This design comes from an exercise in tuning for small area on the open sky130 flow, not from production work. Only simulation tests tie the RTL to the original design; equivalence was not proved. Power is estimated from default activity; no workload was simulated. The clock port is modelled as an ideal driver; clocking choices that lean on that would not hold on a real chip.

==> run.sh <==
#!/bin/bash
# synth_recipe.tcl (not shown) runs the flow's synth.tcl, then flattens the netlist and writes it again
# the make line also repeats each setting of config.mk as NAME=value (left out here)
make -C /OpenROAD-flow-scripts/flow DESIGN_CONFIG=/design/flow/config.mk WORK_HOME=/design/flow/orfs CLKGATE_MAP_FILE= SYNTH_SCRIPT=/design/flow/synth_recipe.tcl finish
==> constraint.sdc <==
create_clock -name core_clock -period 10.0 [get_ports {clk}]
set_input_delay 2.0000 -clock core_clock [delete_from_list [all_inputs] [get_ports {clk}]]
set_output_delay 2.0000 -clock core_clock [all_outputs]
set_load 0.01 [all_outputs]
==> config.mk <==
export PLATFORM = sky130hd
export DESIGN_NAME = mips_multicycle_core
export DESIGN_NICKNAME = mips_multicycle_core
export VERILOG_FILES = /design/flow/design.v
export SDC_FILE = /design/flow/constraint.sdc
export NUM_CORES = 4
export LEC_CHECK = 0
export CAP_MARGIN = 20
export CORE_MARGIN = 2
export CORE_UTILIZATION = 25
export PLACE_DENSITY = 0.4
export SLEW_MARGIN = 20
==> design.v <==
`default_nettype none
module mips_multicycle_core #(
    parameter logic [31:0] RESET_PC        = 32'h0000_0000,
    parameter bit          HALT_ON_ILLEGAL = 1'b1,
    parameter int unsigned WAIT_LIMIT      = 0
) (
    input  logic        clk,
    input  logic        rst_n,
    output logic        imem_req,
    output logic [31:0] imem_addr,
    input  logic [31:0] imem_rdata,
    input  logic        imem_ready,
    output logic        dmem_req,
    output logic        dmem_we,
    output logic [31:0] dmem_addr,
    output logic [31:0] dmem_wdata,
    input  logic [31:0] dmem_rdata,
    input  logic        dmem_ready,
    output logic [31:0] pc,
    output logic        retire,
    output logic        halted
);
    localparam logic [5:0] OP_RTYPE = 6'h00;
    localparam logic [5:0] OP_J     = 6'h02;
    localparam logic [5:0] OP_BEQ   = 6'h04;
    localparam logic [5:0] OP_BNE   = 6'h05;
    localparam logic [5:0] OP_ADDI  = 6'h08;
    localparam logic [5:0] OP_LW    = 6'h23;
    localparam logic [5:0] OP_SW    = 6'h2B;
    localparam logic [5:0] FN_ADD   = 6'h20;
    localparam logic [5:0] FN_SUB   = 6'h22;
    localparam logic [5:0] FN_AND   = 6'h24;
    localparam logic [5:0] FN_OR    = 6'h25;
    localparam logic [5:0] FN_SLT   = 6'h2A;
    typedef enum logic [3:0] {
        S_CLR   = 4'd0,
        S_FETCH = 4'd1,
        S_WAITX = 4'd2,
        S_X1    = 4'd3,
        S_X2    = 4'd4,
        S_X3    = 4'd5,
        S_FIX   = 4'd6,
        S_MEM   = 4'd7,
        S_WAITM = 4'd8,
        S_WB    = 4'd9,
        S_HALT  = 4'd10
    } state_t;
    state_t      state_q, state_d;
    logic [4:0]  cnt_q;
    logic [31:0] ir_q;
    logic [31:2] a_q;           
    logic [31:0] w_q;           
    logic [31:0] p_q;           
    logic        c_q;           
    logic        pc_c_q;        
    logic        eq_q, lt_q, mis_q;
    logic [31:0] rf_q [1:31];
    logic [5:0] op, funct;
    logic [4:0] rs, rt, rd;
    logic       is_r, is_j, is_br, is_bne, is_addi, is_lw, is_sw, legal;
    logic       f_sub, f_slt, f_and, f_or;
    assign op      = ir_q[31:26];
    assign funct   = ir_q[5:0];
    assign rs      = ir_q[25:21];
    assign rt      = ir_q[20:16];
    assign rd      = ir_q[15:11];
    assign is_r    = (op == OP_RTYPE);
    assign is_j    = (op == OP_J);
    assign is_br   = (op == OP_BEQ) || (op == OP_BNE);
    assign is_bne  = (op == OP_BNE);
    assign is_addi = (op == OP_ADDI);
    assign is_lw   = (op == OP_LW);
    assign is_sw   = (op == OP_SW);
    assign f_sub   = (funct == FN_SUB);
    assign f_slt   = (funct == FN_SLT);
    assign f_and   = (funct == FN_AND);
    assign f_or    = (funct == FN_OR);
    always_comb begin
        case (op)
            OP_RTYPE: legal = (funct == FN_ADD) || f_sub || f_and || f_or || f_slt;
            OP_J, OP_BEQ, OP_BNE, OP_ADDI, OP_LW, OP_SW: legal = 1'b1;
            default: legal = 1'b0;
        endcase
    end
    logic        first, last;
    logic [4:0]  rsel;
    logic        rbit;           
    logic [4:0]  iidx;
    logic        ibit;           
    assign first = (cnt_q == 5'd0);
    assign last  = (cnt_q == 5'd31);
    assign rsel = (state_q == S_X1 && !is_addi && !is_lw) ? rt : rs;
    always_comb begin
        rbit = 1'b0;
        for (int i = 1; i < 32; i++)
            if (rsel == 5'(i)) rbit = rf_q[i][0];
    end
    assign iidx = (state_q == S_X3 || is_j) ? cnt_q - 5'd2 : cnt_q;
    assign ibit = (!is_j && iidx >= 5'd16) ? ir_q[15] : ir_q[iidx];
    logic alu_b, alu_binv, alu_cin, alu_sum, alu_cout, alu_out;
    logic alu_isx2;
    assign alu_isx2 = (state_q == S_X2);
    assign alu_b    = alu_isx2 && is_r ? w_q[0] : ibit;
    assign alu_binv = alu_isx2 && is_r && (f_sub || f_slt);
    assign alu_cin  = first ? alu_binv : c_q;
    assign alu_sum  = rbit ^ (alu_b ^ alu_binv) ^ alu_cin;
    assign alu_cout = (rbit & (alu_b ^ alu_binv)) | (alu_cin & (rbit ^ alu_b ^ alu_binv));
    always_comb begin
        if (!is_r)      alu_out = alu_sum;
        else if (f_and) alu_out = rbit & alu_b;
        else if (f_or)  alu_out = rbit | alu_b;
        else if (f_slt) alu_out = 1'b0;
        else            alu_out = alu_sum;
    end
    logic lt_now;
    assign lt_now = (rbit ^ w_q[0]) ? rbit : alu_sum;
    logic pc_add, pc_cin, pc_sum, pc_cout, pc_active;
    logic taken;
    assign taken   = eq_q ^ is_bne;
    assign pc_add  = (state_q == S_X3) && taken ? ibit : 1'b0;
    assign pc_cin  = (cnt_q == 5'd2) ? 1'b1 : pc_c_q;
    assign pc_sum  = a_q[2] ^ pc_add ^ pc_cin;
    assign pc_cout = (a_q[2] & pc_add) | (pc_cin & (a_q[2] ^ pc_add));
    assign pc_active = (cnt_q >= 5'd2);
    logic addr_pass;
    assign addr_pass = (state_q == S_X1 && is_lw) || (state_q == S_X2 && is_sw);
    logic mis_d;
    assign mis_d = first ? alu_sum : (mis_q | alu_sum);
    logic       rf_we, rf_wbit, clr;
    logic [4:0] rf_widx;
    logic       a_shift, a_in;
    logic       w_load, w_shift, w_in;
    logic       p_we;
    always_comb begin
        state_d  = state_q;
        retire   = 1'b0;
        clr      = 1'b0;
        rf_we    = 1'b0;
        rf_widx  = is_r ? rd : rt;
        rf_wbit  = alu_out;
        a_shift  = 1'b0;
        a_in     = pc_sum;
        w_load   = 1'b0;
        w_shift  = 1'b0;
        w_in     = rbit;
        p_we     = 1'b0;
        case (state_q)
            S_CLR: begin
                clr     = 1'b1;
                a_shift = pc_active;
                a_in    = RESET_PC[cnt_q];
                if (last) state_d = S_FETCH;
            end
            S_FETCH: begin
                if (imem_ready) state_d = S_WAITX;
            end
            S_WAITX: begin
                if (!legal)    state_d = S_HALT;
                else if (last) state_d = S_X1;
            end
            S_X1: begin
                if (is_addi || is_j) begin
                    retire  = first;
                    rf_we   = is_addi;
                    a_shift = pc_active;
                    a_in    = (is_j && cnt_q < 5'd28) ? ibit : pc_sum;
                    if (last) state_d = S_FETCH;
                end else if (is_lw) begin
                    retire  = (cnt_q == 5'd2);
                    a_shift = pc_active;
                    a_in    = alu_sum;
                    p_we    = 1'b1;
                    if (cnt_q == 5'd1 && mis_d) state_d = S_HALT;
                    else if (last)              state_d = S_MEM;
                end else begin
                    w_shift = 1'b1;
                    if (last) state_d = S_X2;
                end
            end
            S_X2: begin
                w_shift = 1'b1;
                w_in    = w_q[0];
                if (is_r) begin
                    retire  = first;
                    rf_we   = 1'b1;
                    a_shift = pc_active;
                    if (last) state_d = f_slt ? S_FIX : S_FETCH;
                end else if (is_sw) begin
                    retire  = (cnt_q == 5'd2);
                    a_shift = pc_active;
                    a_in    = alu_sum;
                    p_we    = 1'b1;
                    if (cnt_q == 5'd1 && mis_d) state_d = S_HALT;
                    else if (last)              state_d = S_MEM;
                end else begin
                    retire = first;
                    if (last) state_d = S_X3;
                end
            end
            S_X3: begin
                a_shift = pc_active;
                if (last) state_d = S_FETCH;
            end
            S_FIX: begin
                rf_we   = 1'b1;
                rf_wbit = lt_q;
                state_d = S_FETCH;
            end
            S_MEM: begin
                if (dmem_ready) begin
                    w_load  = is_lw;
                    state_d = S_WAITM;
                end
            end
            S_WAITM: begin
                if (last) state_d = S_WB;
            end
            S_WB: begin
                rf_we   = is_lw;
                rf_widx = rt;
                rf_wbit = w_q[0];
                w_shift = 1'b1;
                a_shift = pc_active;
                a_in    = p_q[0];
                if (last) state_d = S_FETCH;
            end
            default: state_d = S_HALT;
        endcase
    end
    assign imem_req   = (state_q == S_FETCH);
    assign imem_addr  = {a_q, 2'b00};
    assign dmem_req   = (state_q == S_MEM);
    assign dmem_we    = is_sw;
    assign dmem_addr  = {a_q, 2'b00};
    assign dmem_wdata = w_q;
    assign pc         = {a_q, 2'b00};
    assign halted     = (state_q == S_HALT);
    always_ff @(posedge clk or negedge rst_n) begin
        if (!rst_n) begin
            state_q <= S_CLR;
            cnt_q   <= 5'd0;
        end else begin
            state_q <= state_d;
            cnt_q   <= cnt_q + 5'd1;
        end
    end
    always_ff @(posedge clk) begin
        c_q    <= alu_cout;
        pc_c_q <= pc_cout;
        mis_q  <= mis_d;
        if (state_q == S_X2) eq_q <= (first ? 1'b1 : eq_q) & (rbit == w_q[0]);
        if (last) lt_q <= lt_now;
        if (state_q == S_FETCH && imem_ready) ir_q <= imem_rdata;
        if (a_shift) a_q <= {a_in, a_q[31:3]};
        if (w_load)       w_q <= dmem_rdata;
        else if (w_shift) w_q <= {w_in, w_q[31:1]};
        p_q <= {p_we ? pc_sum : p_q[0], p_q[31:1]};
    end
    for (genvar i = 1; i < 32; i++) begin : g_rf
        logic sel;
        assign sel = clr || (rf_we && rf_widx == 5'(i));
        always_ff @(posedge clk)
            rf_q[i] <= {sel ? (rf_wbit & !clr) : rf_q[i][0], rf_q[i][31:1]};
    end
endmodule
`default_nettype wire
==> impl_metrics.ini, run 1 <==
[route]
dr.pass1.iters = 5
drt-wirelength-per-cell_um = 15.6
routed_wirelength_um = 55800
detail_route.vias_per_cell = 3.75
drtIter0Drc = 645
vias = 13400
detail-route-antenna-nets = 0
post-route-drc-count = 0

[clocking]
cts_sinks = 1132
cts_tree = yes
post_cts_resize_count = 0
insertion_delay_ps = 700
clk_transition_reported_paths_ps = 60
htree_levels = 3
ctsRootBufferMaster = sky130_fd_sc_hd__clkbuf_16
cts_buffers = 108
postCtsHoldBufs = 0
cts_max_path_buffers = 3
cts_post_setup_buffers_inserted = 0

[logic_synthesis]
yosys.area.top_type_share_pct = 73.5
synth_area_per_cell_um2 = 15.8
synth_edf_count = 96
ys_seq_elements = 1132
yosysMostFrequentCell = sky130_fd_sc_hd__dfxtp_1
ys_top_cells_by_area = sky130_fd_sc_hd__dfxtp_1 (74%), sky130_fd_sc_hd__edfxtp_1 (10%), sky130_fd_sc_hd__buf_4 (1.8%)
synth_area_leader_cell = sky130_fd_sc_hd__dfxtp_1
syn_inst = 1770
ys.flop_type = sky130_fd_sc_hd__dfxtp_1
ys_seq_area_share_pct = 84.6
synthDistinctLibCells = 82
async_flop_share_pct = 0.795
ys_warn_count = 2
synth_area_um2 = 28000
synth_common_cells = sky130_fd_sc_hd__dfxtp_1 (1027), sky130_fd_sc_hd__edfxtp_1 (96), sky130_fd_sc_hd__nand2_1 (69), sky130_fd_sc_hd__buf_4 (67), sky130_fd_sc_hd__nor2_1 (58)

[timing]
final_slew_viol_count = 0
crit_path_time_final_ps = 5870
setup_viol = 0
timing.final.crit_share_pct = 58.7
skew_ps = 56.9
finalHoldWorstSlack_ps = 283
worstMarginPinSlew_ps = 986
totalNegativeSetupSlack_ps = 0
max_freq_mhz = 170
post-route-worst-setup-slack_ps = 4130
slew_headroom_pct = 34.2
grt_setup_unrepaired = false
number_of_failing_hold_endpoints_at_the_final_stage = 0

[die]
design.core.area_um2 = 111000
die_w_um = 338
top_level_ports = 201
floorplan.die_area_um2 = 115000
row_count = 122
floorplan_die_height_um = 338
initial_util_pct = 25.2

[placed_design]
routability_driven_placement_congestion_ratio = 0.800
port_buffers = 194
worst_case_setup_slack_after_placement_ps = 4110
post-dp-hpwl_um = 36800

[global_route]
grt_pass1_wl_um = 85600
first_global_vias = 13600
globalRoute.totalOverflow = 0
antenna_found_initial = 5
grt_max_degree = 35
groute.usage.overall_pct = 9.73

[layout]
fillers = 10900
num-nets-final = 2073
fin_util_pct = 31.4
area.growth.synth_to_final_pct = 24.4
post_route_cells_drive_above_1_share_pct = 12.8

[setup_path]
worst-endpoint-required_ps = 10560
critPathArrivalTime_ps = 6430
cp-end-kind = register
setup.worst_path.start_class = register
timing_worst_setup_path_type = register to register
worstPathMaxFanout = 31

[job]
cap_viol_max_count = 0

[pwr]
netSwitchingFraction_pct = 19.9
max-vdd-ir-drop_mv = 0.132
pwr-share-clk_pct = 45.9
switching_component_of_the_power_mw = 1.69
cellLeakagePower_nw = 13.2
power_frac_seq_pct = 53.7
p_int_mw = 6.81
power.share.combinational_pct = 0.4
pwr_density_cell_nw_per_um2 = 244

[min_path]
min_path_type = register to register

[run_status]
result_of_the_run = no timing/DRC/antenna violations
==> final timing paths <==
check	startpoint	end	slack (ps)	cells after the start
max reg2reg	state_q[1]	rf_q[11][31]	4130	15
max in group asynchronous	rst_n	state_q[1]	7950	1
min in group asynchronous	rst_n	cnt_q[0]	1670	1
max	state_q[1]	rf_q[11][31]	4130	15
min	rf_q[17][27]	rf_q[17][26]	280	0
min reg2reg	rf_q[17][27]	rf_q[17][26]	280	0
==> logic make-up (layout without fill, tap and decap cells) <==
group           after synthesis  in the layout  share of synthesized area (%)
compound gates              212            212                           5.35
mux                          53             53                           2.41
other cells                   1              9                         0.0134
buf+inv                     116            416                           2.56
xor+xnor                     10             10                          0.313
simple gates                234            234                           4.17
flops                      1132           1132                           84.6
fa+ha+maj                    12             12                          0.559
==> cells in the final DEF, fill, tap and decap left out, types with 12 or more instances in the layout <==
cell | Yosys | layout
sky130_fd_sc_hd__inv_1 | 17 | 17
sky130_fd_sc_hd__clkbuf_1 | 23 | 25
sky130_fd_sc_hd__clkbuf_16 | 0 | 109
sky130_fd_sc_hd__nand3_1 | 23 | 22
sky130_fd_sc_hd__edfxtp_1 | 96 | 96
sky130_fd_sc_hd__dfxtp_1 | 1027 | 1027
sky130_fd_sc_hd__nand2b_1 | 14 | 14
sky130_fd_sc_hd__nor3_1 | 18 | 18
sky130_fd_sc_hd__mux2_2 | 34 | 34
sky130_fd_sc_hd__nor2b_1 | 12 | 12
sky130_fd_sc_hd__a21oi_1 | 45 | 45
sky130_fd_sc_hd__o211ai_1 | 22 | 22
sky130_fd_sc_hd__o31ai_1 | 19 | 19
sky130_fd_sc_hd__buf_4 | 67 | 13
sky130_fd_sc_hd__a31o_2 | 16 | 16
sky130_fd_sc_hd__clkinv_2 | 0 | 14
sky130_fd_sc_hd__clkbuf_8 | 0 | 23
sky130_fd_sc_hd__nor2_1 | 58 | 58
sky130_fd_sc_hd__o21ai_0 | 32 | 31
sky130_fd_sc_hd__nand2_1 | 69 | 69
sky130_fd_sc_hd__clkdlybuf4s50_1 | 0 | 194
==> final cells by class <==
cell class	count	area [µm²]	area share (%)
Multi-Input combinational cell	527	3640	10.5
Clock inverter	34	364	1.05
Tap cell	1488	1860	5.35
Sequential cell	1132	23700	68.0
Clock buffer	157	3140	9.02
Timing Repair Buffer	208	2040	5.88
Antenna cell	3	7.51	0.0216
Inverter	17	63.8	0.183
==> flip-flops by register name, summed over array words and instances (netlist names) <==
signal,flops
c_q,1
a_q,30
pc_c_q,1
mis_q,1
w_q,32
p_q,32
ir_q,32
state_q,4
lt_q,1
eq_q,1
cnt_q,5
rf_q,992
==> routing by layer <==
metal / GRT usage [%] / vias up / wire length [µm]
li1: - / 6385 / -
met2: 14.7 / 430 / 23800
met3: 3.20 / 103 / 3900
met5: 0 / - / 32
met1: 13.0 / 6463 / 26700
met4: 3.48 / 4 / 1390
==> critical path: stages (launching register included) <==
cell and delay [ps]:
sky130_fd_sc_hd__dfrtp_1 810, sky130_fd_sc_hd__nand3_1 830, sky130_fd_sc_hd__o21ai_2 510, sky130_fd_sc_hd__nand2_2 230, sky130_fd_sc_hd__a311o_1 390, sky130_fd_sc_hd__a211oi_1 250
sky130_fd_sc_hd__a211oi_1 120, sky130_fd_sc_hd__o31ai_1 450, sky130_fd_sc_hd__a21oi_2 170, sky130_fd_sc_hd__ha_1 330, sky130_fd_sc_hd__xor2_1 480, sky130_fd_sc_hd__o21ai_0 200
sky130_fd_sc_hd__o2111ai_1 200, sky130_fd_sc_hd__o311ai_4 140, sky130_fd_sc_hd__buf_4 270, sky130_fd_sc_hd__o31ai_1 330
==> power groups by stage <==
stage	Clock, mW	Combinational (mW)	Sequential (mW)
4_1_cts	4.07	0.0316	4.56
3_5_place_dp	0	0.0307	4.67
3_3_place_gp	0	0.0312	4.67
6_report	3.90	0.0310	4.57
2_1_floorplan	0	0.00292	4.67
5_1_grt	4.26	0.0328	4.56
==> stage by stage <==
stage	power, mW	area (µm²)	cells
after global placement	4.70	31300	3371
after global routing	8.85	34800	3563
final	8.50	34800	3566
after CTS	8.67	34800	3562
after floorplan	4.67	28000	1775
after detailed placement	4.70	31300	3371
==> inputs of run 2 (changes only) <==
--- a/config.mk
+++ b/config.mk
@@ -8,5 +8,7 @@
 export CAP_MARGIN = 20
 export CORE_MARGIN = 2
 export CORE_UTILIZATION = 25
+export CTS_BUF_LIST = sky130_fd_sc_hd__clkbuf_4
+export CTS_CLUSTER_SIZE = 30
 export PLACE_DENSITY = 0.4
 export SLEW_MARGIN = 20
==> impl_metrics.ini, run 2 <==
[clocking]
ctsRootBufferMaster = sky130_fd_sc_hd__clkbuf_4
clk_transition_reported_paths_ps = 70
htree_levels = 5
post_cts_resize_count = 0
cts_max_path_buffers = 4
cts_post_setup_buffers_inserted = 0
cts_sinks = 1132
insertion_delay_ps = 1060
cts_buffers = 303
cts_tree = yes
postCtsHoldBufs = 0

[layout]
postLayoutCellArea_um2 = 35000
layout_common_cells = sky130_fd_sc_hd__dfxtp_1 (1027), sky130_fd_sc_hd__clkbuf_4 (430), sky130_fd_sc_hd__clkdlybuf4s50_1 (194), sky130_fd_sc_hd__edfxtp_1 (96), sky130_fd_sc_hd__nand2_1 (69)
largest_register_ff_count = 992
post_route_cells_drive_above_1_share_pct = 23.0
fillers = 11100
num-nets-final = 2268
area.growth.synth_to_final_pct = 25.0
most_common_library_cell_in_the_layout_ignoring_fill_and_taps = sky130_fd_sc_hd__dfxtp_1
multi_input_comb_area_um2 = 3640
largest_register = rf_q
regArea_um2 = 23700
instances_no_fill = 3884

[die]
row_count = 122
design.core.area_um2 = 111000
floorplan_die_height_um = 338
initial_util_pct = 25.2
die_w_um = 338
floorplan.die_area_um2 = 115000
top_level_ports = 201

[global_route]
antenna_found_initial = 6
first_global_vias = 15400
grt_pass1_wl_um = 89300
globalRoute.totalOverflow = 0
groute.usage.overall_pct = 10.2
grt_max_degree = 35

[timing]
worstMarginPinSlew_ps = 958
final_slew_viol_count = 0
number_of_failing_hold_endpoints_at_the_final_stage = 0
setup_viol = 0
timing.final.crit_share_pct = 59.0
grt_setup_unrepaired = false
crit_path_time_final_ps = 5900
finalHoldWorstSlack_ps = 225
slew_headroom_pct = 36.1
max_freq_mhz = 169
skew_ps = 127
totalNegativeSetupSlack_ps = 0

[route]
dr.pass1.iters = 5
drtIter0Drc = 554
detail_route.vias_per_cell = 3.73
detail-route-antenna-nets = 0
post-route-drc-count = 0
routed_wirelength_um = 57600
drt-wirelength-per-cell_um = 14.8
vias = 14500

[setup_path]
setup.worst_path.start_class = register
worstReg2RegStart = state_q[1]
crit_slowest_cell = sky130_fd_sc_hd__or4b_2
worstPathBufferInverterCount = 1
cp-end-kind = output pin
worst-endpoint-required_ps = 8000
worstPathMaxFanout = 6
critPathArrivalTime_ps = 3900
worstPathCellList = or4b_2 > or2_2 > nand2_1 > a21oi_1 > o22ai_1 > clkdlybuf4s50_1
worst_setup_path_startpoint = ir_q[30]
slowest_delay_ps = 730
timing_worst_setup_path_type = register to output pin
worst_path_dominant_cell_family = simple AND/OR/NAND/NOR gates

[logic_synthesis]
ys_seq_area_share_pct = 84.6
ys_top_cells_by_area = sky130_fd_sc_hd__dfxtp_1 (74%), sky130_fd_sc_hd__edfxtp_1 (10%), sky130_fd_sc_hd__buf_4 (1.8%)
synth_area_um2 = 28000
ys.flop_type = sky130_fd_sc_hd__dfxtp_1
synth_area_per_cell_um2 = 15.8
yosysMostFrequentCell = sky130_fd_sc_hd__dfxtp_1
async_flop_share_pct = 0.795
syn_inst = 1770
synthDistinctLibCells = 82
ys_warn_count = 2
synth_area_leader_cell = sky130_fd_sc_hd__dfxtp_1
yosys.area.top_type_share_pct = 73.5
ys_seq_elements = 1132
synth_common_cells = sky130_fd_sc_hd__dfxtp_1 (1027), sky130_fd_sc_hd__edfxtp_1 (96), sky130_fd_sc_hd__nand2_1 (69), sky130_fd_sc_hd__buf_4 (67), sky130_fd_sc_hd__nor2_1 (58)
synth_edf_count = 96

[pwr]
pwr-share-clk_pct = 45.4
max-vdd-ir-drop_mv = 0.0866
post-layout-total-power_mw = 8.42
netSwitchingFraction_pct = 20.3
switching_component_of_the_power_mw = 1.71
p_int_mw = 6.71
pwr_density_cell_nw_per_um2 = 241
power_frac_seq_pct = 54.2
cellLeakagePower_nw = 13.7
power.share.combinational_pct = 0.4

[placed_design]
detailed_place.area_um2 = 31300
placedCellCount = 3371
port_buffers = 194
post-dp-hpwl_um = 36800
routability_driven_placement_congestion_ratio = 0.800

[run_status]
result_of_the_run = no timing/DRC/antenna violations

[job]
cap_viol_max_count = 0

[min_path]
min_path_type = register to register
hold_path_startpoint = rf_q[14][22]
## run 2: worst reg2reg max path, stage by stage (launching register included)
cell                        delay, ps
sky130_fd_sc_hd__dfrtp_1          800
sky130_fd_sc_hd__nand3_1          840
sky130_fd_sc_hd__nor2_4           490
sky130_fd_sc_hd__a21oi_1          240
sky130_fd_sc_hd__a2111oi_2        450
sky130_fd_sc_hd__nor3_1           110
sky130_fd_sc_hd__a211oi_1         420
sky130_fd_sc_hd__o32ai_2          180
sky130_fd_sc_hd__a21oi_2          260
sky130_fd_sc_hd__ha_1             280
sky130_fd_sc_hd__xor2_1           480
sky130_fd_sc_hd__o21ai_0          200
sky130_fd_sc_hd__o2111ai_1        200
sky130_fd_sc_hd__o311ai_4         140
sky130_fd_sc_hd__buf_4            270
sky130_fd_sc_hd__o31ai_1          360
## run 2: cells by family (layout without fill, tap and decap cells)
kind of cell	after synthesis	after routing	share of synthesized area [%]
multiplexers	53	53	2.41
AND/OR/NAND/NOR	234	234	4.17
XOR/XNOR	10	10	0.313
other	1	14	0.0134
buffers and inverters	116	729	2.56
flip-flops	1132	1132	84.6
AO/OA/AOI/OAI	212	212	5.35
adder cells (fa/ha/maj)	12	12	0.559
## run 2: routing by layer
metal,up-vias,wire (µm),global-route usage [%]
li1,6973,-,-
met5,-,36,0
met2,556,24900,14.7
met3,116,4310,4.18
met4,4,1410,5.52
met1,6842,26900,12.8
## run 2: per-stage QoR
step / utilization [%] / setup slack [ps]
6_report: 31.6 / 4100
4_1_cts: 31.5 / 3840
3_3_place_gp: 28.2 / 4160
3_5_place_dp: 28.2 / 4110
5_1_grt: 31.6 / 3620
2_1_floorplan: - / 5790
## run 2: cell type report
class | count | share of cell area (%)
Antenna cell | 8 | 0.0572
Sequential cell | 1132 | 67.7
Multi-Input combinational cell | 527 | 10.4
Inverter | 17 | 0.182
Timing Repair Buffer | 208 | 5.85
Clock buffer | 430 | 9.23
Tap cell | 1488 | 5.32
Clock inverter | 74 | 1.28
## run 2: power by group through the flow
stage	Clock (mW)	Sequential, mW	Combinational, mW
2_1_floorplan	0	4.67	0.00292
3_3_place_gp	0	4.67	0.0312
3_5_place_dp	0	4.67	0.0307
4_1_cts	4.05	4.56	0.0316
5_1_grt	4.29	4.56	0.0328
6_report	3.82	4.56	0.0308
## run 2: worst paths after layout
kind,slack [ps],cells after the start,end
max,4100,6,retire
min,230,0,rf_q[14][21]
min in group asynchronous,1300,1,cnt_q[0]
max in group asynchronous,8240,1,state_q[1]
max reg2reg,4150,15,rf_q[11][31]
min reg2reg,230,0,rf_q[14][21]
==> inputs of run 3 (changes only) <==
==> flow/run.sh (new file) <==
#!/bin/bash
# Standard layout, with port buffers of the smallest buffer cell and no CTS dummy loads.
set -euo pipefail
export BUFFER_PORTS_ARGS="-buffer_cell sky130_fd_sc_hd__buf_1"
export CTS_ARGS="-sink_clustering_enable -repair_clock_nets -dont_use_dummy_load"
bash standard.sh > standard_flow.log 2>&1
==> standard.sh (new file) <==
#!/bin/bash
# synth_recipe.tcl (not shown) runs the flow's synth.tcl, then flattens the netlist and writes it again
# the make line also repeats each setting of config.mk as NAME=value (left out here)
make -C /OpenROAD-flow-scripts/flow DESIGN_CONFIG=/design/flow/config.mk WORK_HOME=/design/flow/orfs CLKGATE_MAP_FILE= SYNTH_SCRIPT=/design/flow/synth_recipe.tcl "${@:-finish}"
--- a/config.mk
+++ b/config.mk
@@ -5,10 +5,9 @@
 export SDC_FILE = /design/flow/constraint.sdc
 export NUM_CORES = 4
 export LEC_CHECK = 0
+export ABC_AREA = 1
 export CAP_MARGIN = 20
 export CORE_MARGIN = 2
 export CORE_UTILIZATION = 25
-export CTS_BUF_LIST = sky130_fd_sc_hd__clkbuf_4
-export CTS_CLUSTER_SIZE = 30
 export PLACE_DENSITY = 0.4
 export SLEW_MARGIN = 20
removed: run.sh
==> impl_metrics.ini, run 3 <==
[die]
initial_util_pct = 25.3
floorplan.die_area_um2 = 113000
floorplan_die_height_um = 336
design.core.area_um2 = 109000
top_level_ports = 201
row_count = 121
die_w_um = 336

[route]
vias = 13000
dr.pass1.iters = 5
detail-route-antenna-nets = 0
routed_wirelength_um = 51100
drtIter0Drc = 591
detail_route.vias_per_cell = 3.65
post-route-drc-count = 0
drt-wirelength-per-cell_um = 14.3

[layout]
largest_register = rf_q
largest_register_ff_count = 992
most_common_library_cell_in_the_layout_ignoring_fill_and_taps = sky130_fd_sc_hd__dfxtp_1
area.growth.synth_to_final_pct = 17.1
fin_util_pct = 29.6
layout_common_cells = sky130_fd_sc_hd__dfxtp_1 (1027), sky130_fd_sc_hd__nand2_1 (204), sky130_fd_sc_hd__buf_1 (194), sky130_fd_sc_hd__clkbuf_16 (106), sky130_fd_sc_hd__edfxtp_1 (96)
postLayoutCellArea_um2 = 32300
num-nets-final = 2168
post_route_cells_drive_above_1_share_pct = 8.77

[timing]
totalNegativeSetupSlack_ps = 0
crit_path_time_final_ps = 5410
setup_viol = 0
worstMarginPinSlew_ps = 1160
grt_setup_unrepaired = false
skew_ps = 44.5
slew_headroom_pct = 21.6
number_of_failing_hold_endpoints_at_the_final_stage = 0
timing.final.crit_share_pct = 54.1
final_slew_viol_count = 0
max_freq_mhz = 185
finalHoldWorstSlack_ps = 281

[min_path]
min_path_type = register to register

[logic_synthesis]
ys_top_cells_by_area = sky130_fd_sc_hd__dfxtp_1 (75%), sky130_fd_sc_hd__edfxtp_1 (10%), sky130_fd_sc_hd__nand2_1 (2.8%)
synth_edf_count = 96
yosys.area.top_type_share_pct = 74.5
synth_area_per_cell_um2 = 14.8
synth_fa_ha_area_share_pct = 0.526
synth_common_cells = sky130_fd_sc_hd__dfxtp_1 (1027), sky130_fd_sc_hd__nand2_1 (204), sky130_fd_sc_hd__edfxtp_1 (96), sky130_fd_sc_hd__inv_1 (85), sky130_fd_sc_hd__nor2_1 (83)
ys_seq_elements = 1132
combinational_family_with_the_most_area_after_synthesis = simple AND/OR/NAND/NOR gates
syn_inst = 1864
synth.mux.area_fraction_pct = 0.0363
ys_warn_count = 2
async_flop_share_pct = 0.795
yosysMostFrequentCell = sky130_fd_sc_hd__dfxtp_1
synth-simple-area-share_pct = 6.44
ys_seq_area_share_pct = 85.8
synth_area_leader_cell = sky130_fd_sc_hd__dfxtp_1
ys.flop_type = sky130_fd_sc_hd__dfxtp_1
synth-compound-area-share_pct = 3.33
synth_xor_xnor_area_share_pct = 0.218
synthDistinctLibCells = 60
synth_area_um2 = 27600

[setup_path]
timing_worst_setup_path_type = register to register
worstPathMaxFanout = 31
worst-endpoint-required_ps = 10490
rrSetupSlack_ps = 4590
r2r_cells = 33
cp-end-kind = register
slowest_delay_ps = 410
critPathArrivalTime_ps = 5900
crit_slowest_cell = sky130_fd_sc_hd__dfrtp_1
setup.worst_path.start_class = register
worst_setup_path_startpoint = state_q[2]
crit_path_frequent_cell = sky130_fd_sc_hd__nand2_1
critical_path.reg2reg.endpoint = rf_q[27][31]
crit_path_end = rf_q[27][31]
worstReg2RegStart = state_q[2]

[global_route]
grt_pass1_wl_um = 78700
antenna_found_initial = 2
grt_max_degree = 33
first_global_vias = 13200
globalRoute.totalOverflow = 0
groute.usage.overall_pct = 9.12

[clocking]
insertion_delay_ps = 650
cts_post_setup_buffers_inserted = 0
cts_tree = yes
cts_buffers = 106
cts_max_path_buffers = 3
ctsRootBufferMaster = sky130_fd_sc_hd__clkbuf_16
post_cts_resize_count = 0
postCtsHoldBufs = 0
cts_sinks = 1132
htree_levels = 3
clk_transition_reported_paths_ps = 60

[pwr]
max-vdd-ir-drop_mv = 0.128
pwr_density_cell_nw_per_um2 = 244
cellLeakagePower_nw = 12.5

[placed_design]
routability_driven_placement_congestion_ratio = 0.775
detailed_place.area_um2 = 29600
port_buffers = 194
post-dp-hpwl_um = 34000

[job]
cap_viol_max_count = 0

[run_status]
result_of_the_run = no timing/DRC/antenna violations
-- run 3: changes by cell type after synthesis, moves of 14 or more --
cell                       delta
sky130_fd_sc_hd__a21oi_1     -31
sky130_fd_sc_hd__a31o_2      -16
sky130_fd_sc_hd__inv_1       +68
sky130_fd_sc_hd__inv_2       +14
sky130_fd_sc_hd__mux2_2      -34
sky130_fd_sc_hd__nand2_1    +135
sky130_fd_sc_hd__nand2b_1    -14
sky130_fd_sc_hd__nand4_1     +28
sky130_fd_sc_hd__nor2_1      +25
sky130_fd_sc_hd__o211ai_1    -18
sky130_fd_sc_hd__o31ai_1     -17
-- run 3: cell families after synthesis --
kind of cell | Yosys count
DFF | 1132
other | 1
and+or+nand+nor | 389
muxes | 1
adders and majority gates | 11
buffers and inverters | 189
xor gates and xnor gates | 6
AOI/OAI and AO/OA | 135
-- run 3: worst min-delay path by stage --
stage | from | endpoint | slack (ps) | cells after the start
4_1_cts | rf_q[13][25] | rf_q[13][24] | 280 | 0
2_1_floorplan | p_q[1] | p_q[0] | 310 | 0
3_5_place_dp | p_q[31] | p_q[30] | 310 | 0
5_1_grt | rf_q[12][11] | rf_q[12][10] | 290 | 0
6_report | rf_q[13][25] | rf_q[13][24] | 280 | 0
3_3_place_gp | rf_q[26][11] | rf_q[26][10] | 310 | 0
-- run 3: stage by stage --
stage / power, mW / std cells / setup slack, ps
4_1_cts: 8.03 / 3563 / 4450
3_5_place_dp: 4.68 / 3457 / 4510
5_1_grt: 8.20 / 3563 / 3990
3_3_place_gp: 4.68 / 3457 / 4530
2_1_floorplan: 4.67 / 1869 / 5990
6_report: 7.88 / 3568 / 4590
-- run 3: worst max-delay path, delay by kind of cell, from the launching register on --
family / cells / cell delay, ps
fa+ha+maj: 1 / 390
buf+inv: 3 / 620
compound gates: 4 / 700
flops: 1 / 410
simple gates: 24 / 2890
xor+xnor: 1 / 210
-- run 3: layout make-up --
cell class / count / area (µm²)
diodes: 5 / 12.5
inverters: 100 / 375
flip-flops and latches: 1132 / 23700
repair buffers: 201 / 781
multi-input cells: 548 / 2960
clock buffers: 106 / 2650
well taps: 1476 / 1850
fillers: 10900 / 76900
-- run 3: power breakdown --
part,total (mW),leakage (nW),internal [mW],switching (mW)
combinational,0.0141,1.84,0.00586,0.00828
sequential,4.57,9.31,4.57,0
clock,3.30,1.31,1.85,1.45
total,7.88,12.5,6.42,1.46
-- run 3: layer usage --
layer	vias to the layer above	global-route usage, %	wire length, µm
met5	-	0	0
met4	0	3.69	1610
met3	117	2.61	3260
met2	388	14.1	22000
met1	6186	12.0	24200
li1	6320	-	-
==> inputs of run 4 (changes only) <==
==> flow/run.sh (replaced) <==
#!/bin/bash
# Standard layout, with port buffers of the smallest buffer cell and a CTS
# with larger sink clusters and no dummy loads.
set -euo pipefail
export BUFFER_PORTS_ARGS="-buffer_cell sky130_fd_sc_hd__buf_1"
export CTS_ARGS="-sink_clustering_enable -repair_clock_nets -dont_use_dummy_load -sink_clustering_size 30 -sink_clustering_max_diameter 80"
bash standard.sh > standard_flow.log 2>&1
--- a/config.mk
+++ b/config.mk
@@ -8,6 +8,6 @@
 export ABC_AREA = 1
 export CAP_MARGIN = 20
 export CORE_MARGIN = 2
-export CORE_UTILIZATION = 25
-export PLACE_DENSITY = 0.4
+export CORE_UTILIZATION = 60
+export PLACE_DENSITY = 0.65
 export SLEW_MARGIN = 20
==> impl_metrics.ini, run 4 <==
[pwr]
max-vdd-ir-drop_mv = 0.201
netSwitchingFraction_pct = 18.6
p_int_mw = 5.38
pwr_density_cell_nw_per_um2 = 223
cellLeakagePower_nw = 11.7
switching_component_of_the_power_mw = 1.23
power.share.combinational_pct = 0.2
pwr-share-clk_pct = 30.8
power_frac_seq_pct = 69.0

[logic_synthesis]
synth_area_per_cell_um2 = 14.8
ys.flop_type = sky130_fd_sc_hd__dfxtp_1
async_flop_share_pct = 0.795
yosysMostFrequentCell = sky130_fd_sc_hd__dfxtp_1
synthDistinctLibCells = 60
syn_inst = 1864
ys_seq_area_share_pct = 85.8
ys_warn_count = 2
ys_seq_elements = 1132
yosys.area.top_type_share_pct = 74.5
synth_common_cells = sky130_fd_sc_hd__dfxtp_1 (1027), sky130_fd_sc_hd__nand2_1 (204), sky130_fd_sc_hd__edfxtp_1 (96), sky130_fd_sc_hd__inv_1 (85), sky130_fd_sc_hd__nor2_1 (83)
synth_area_um2 = 27600
synth_area_leader_cell = sky130_fd_sc_hd__dfxtp_1
synth_edf_count = 96
ys_top_cells_by_area = sky130_fd_sc_hd__dfxtp_1 (75%), sky130_fd_sc_hd__edfxtp_1 (10%), sky130_fd_sc_hd__nand2_1 (2.8%)

[global_route]
antenna_found_initial = 1
globalRoute.totalOverflow = 0
grt_pass1_wl_um = 68900
groute.usage.overall_pct = 18.9
first_global_vias = 12300
grt_max_degree = 33

[die]
design.core.area_um2 = 45400
die_w_um = 218
top_level_ports = 201
floorplan_die_height_um = 218
initial_util_pct = 60.8
floorplan.die_area_um2 = 47700
row_count = 78

[setup_path]
worst-endpoint-required_ps = 10500
worst_path_dominant_cell_family = simple AND/OR/NAND/NOR gates
crit_slowest_cell = sky130_fd_sc_hd__o21ai_4
setup.worst_path.start_class = register
crit_path_frequent_cell = sky130_fd_sc_hd__nand2_1
worstPathMaxFanout = 31
critPathArrivalTime_ps = 5690
worstPathBufferInverterCount = 4
timing_worst_setup_path_type = register to register
slowest_delay_ps = 490
cp-end-kind = register

[clocking]
ctsRootBufferMaster = sky130_fd_sc_hd__clkbuf_16
cts_sinks = 1132
cts_post_setup_buffers_inserted = 0
postCtsHoldBufs = 0
post_cts_resize_count = 0
htree_levels = 2
clk_transition_reported_paths_ps = 100
cts_max_path_buffers = 3
cts_tree = yes
insertion_delay_ps = 610
cts_buffers = 45

[timing]
crit_path_time_final_ps = 5190
max_freq_mhz = 193
number_of_failing_hold_endpoints_at_the_final_stage = 0
final_slew_viol_count = 0
totalNegativeSetupSlack_ps = 0
setup_viol = 0
slew_headroom_pct = 33.7
skew_ps = 86.8
worstMarginPinSlew_ps = 995
post-route-worst-setup-slack_ps = 4810
grt_setup_unrepaired = false
timing.final.crit_share_pct = 51.9

[layout]
most_common_library_cell_in_the_layout_ignoring_fill_and_taps = sky130_fd_sc_hd__dfxtp_1
antenna_cells = 0
layout_common_cells = sky130_fd_sc_hd__dfxtp_1 (1027), sky130_fd_sc_hd__nand2_1 (204), sky130_fd_sc_hd__buf_1 (194), sky130_fd_sc_hd__edfxtp_1 (96), sky130_fd_sc_hd__inv_1 (85)
area.growth.synth_to_final_pct = 7.51
num-nets-final = 2107
largest_register_ff_count = 992
largest_register = rf_q
post_route_cells_drive_above_1_share_pct = 6.02

[route]
routed_wirelength_um = 44300
detail-route-antenna-nets = 0
drtIter0Drc = 655
post-route-drc-count = 0
vias = 12300
detail_route.vias_per_cell = 4.67
dr.pass1.iters = 4
drt-wirelength-per-cell_um = 16.9

[placed_design]
port_buffers = 194
post-dp-hpwl_um = 27900
routability_driven_placement_congestion_ratio = 0.847
worst_case_setup_slack_after_placement_ps = 4780

[run_status]
result_of_the_run = no timing/DRC/antenna violations

[min_path]
min_path_type = register to register

[job]
cap_viol_max_count = 0
[run 4: final cells by class]
type	count	area [µm²]
Sequential cell	1132	23700
Fill cell	3163	15700
Multi-Input combinational cell	548	2950
Clock buffer	45	1130
Timing Repair Buffer	201	781
Tap cell	600	751
Inverter	100	375
[run 4: worst register-to-register path, delay by kind of cell (launching register included)]
kind | cells | cell delay, ps
AOI/OAI and AO/OA | 5 | 1240
buffers and inverters | 4 | 680
xor gates and xnor gates | 1 | 270
and+or+nand+nor | 20 | 2140
DFF | 1 | 440
adders and majority gates | 1 | 390
[run 4: path summary, 6_finish.rpt]
path	slack [ps]	start	endpoint	depth (start not counted)
worst max-delay path	4810	state_q[2]	rf_q[20][31]	31
max in group asynchronous	8120	rst_n	state_q[0]	1
worst min-delay path	260	p_q[29]	p_q[28]	0
worst min register to register	260	p_q[29]	p_q[28]	0
worst max register to register	4810	state_q[2]	rf_q[20][31]	31
min in group asynchronous	1400	rst_n	cnt_q[0]	1
[run 4: routing by layer]
| layer | track usage [%] | part of all wire (%) | vias to the layer above |
|---|---|---|---|
| met5 | 0 | 0 | - |
| met4 | 4.69 | 1.8 | 0 |
| met3 | 3.10 | 4.3 | 55 |
| met2 | 31.6 | 47 | 270 |
| met1 | 25.9 | 47 | 5771 |
| li1 | - | - | 6178 |
[run 4: through the flow]
| stage | area [µm²] | util (%) | instances | hold WS, ps | total power [mW] |
|---|---|---|---|---|---|
| 2_1_floorplan | 27600 | - | 1869 | 310 | 4.67 |
| 3_3_place_gp | 28500 | 62.9 | 2581 | 310 | 4.68 |
| 3_5_place_dp | 28500 | 62.9 | 2581 | 312 | 4.68 |
| 4_1_cts | 29700 | 65.3 | 2626 | 272 | 6.66 |
| 5_1_grt | 29700 | 65.3 | 2626 | 263 | 6.81 |
| 6_report | 29700 | 65.3 | 2626 | 261 | 6.61 |
[run 4: power by group through the flow]
stage | clock network, mW | registers [mW] | logic (mW)
6_report | 2.03 | 4.56 | 0.0128
5_1_grt | 2.24 | 4.56 | 0.0143
4_1_cts | 2.09 | 4.56 | 0.0129
3_5_place_dp | 0 | 4.67 | 0.0126
3_3_place_gp | 0 | 4.67 | 0.0125
2_1_floorplan | 0 | 4.67 | 0.00299
[run 4: kinds of logic (layout without fill, tap and decap cells)]
| kind of cell | after synthesis | after routing | synth area share [%] |
|---|---|---|---|
| flops | 1132 | 1132 | 85.8 |
| simple gates | 389 | 389 | 6.44 |
| buf+inv | 189 | 346 | 3.63 |
| compound gates | 135 | 135 | 3.33 |
| fa+ha+maj | 11 | 11 | 0.526 |
| xor+xnor | 6 | 6 | 0.218 |
| other cells | 1 | 6 | 0.0136 |
| mux | 1 | 1 | 0.0363 |

separate check: timing with driven ports:
No port has a modelled driver above. Below, the same layouts with a new extraction and two added sets of constraints.
Step 1, drivers: a clkbuf_16 drives clk and a buf_2 each remaining input, both assumed.
Step 2 times the ports against the registers' clock, not the clock port: input delays grow and output delays shrink by t, the midpoint of the rising clock arrivals with the driver on.
Slacks: no drivers / after step 1 / after step 2; pairs: no drivers / after step 1.
run	t (ns)	slack for setup (ns)	worst setup path at the end
run 1	0.729	4.131 / 4.131 / 4.131	register to register
run 2	1.048	4.098 / 4.041 / 4.145	register to register
run 3	0.690	4.591 / 4.591 / 4.591	register to register
run 4	0.625	4.808 / 4.808 / 4.808	register to register
After both steps setup and hold are still met in every run listed.
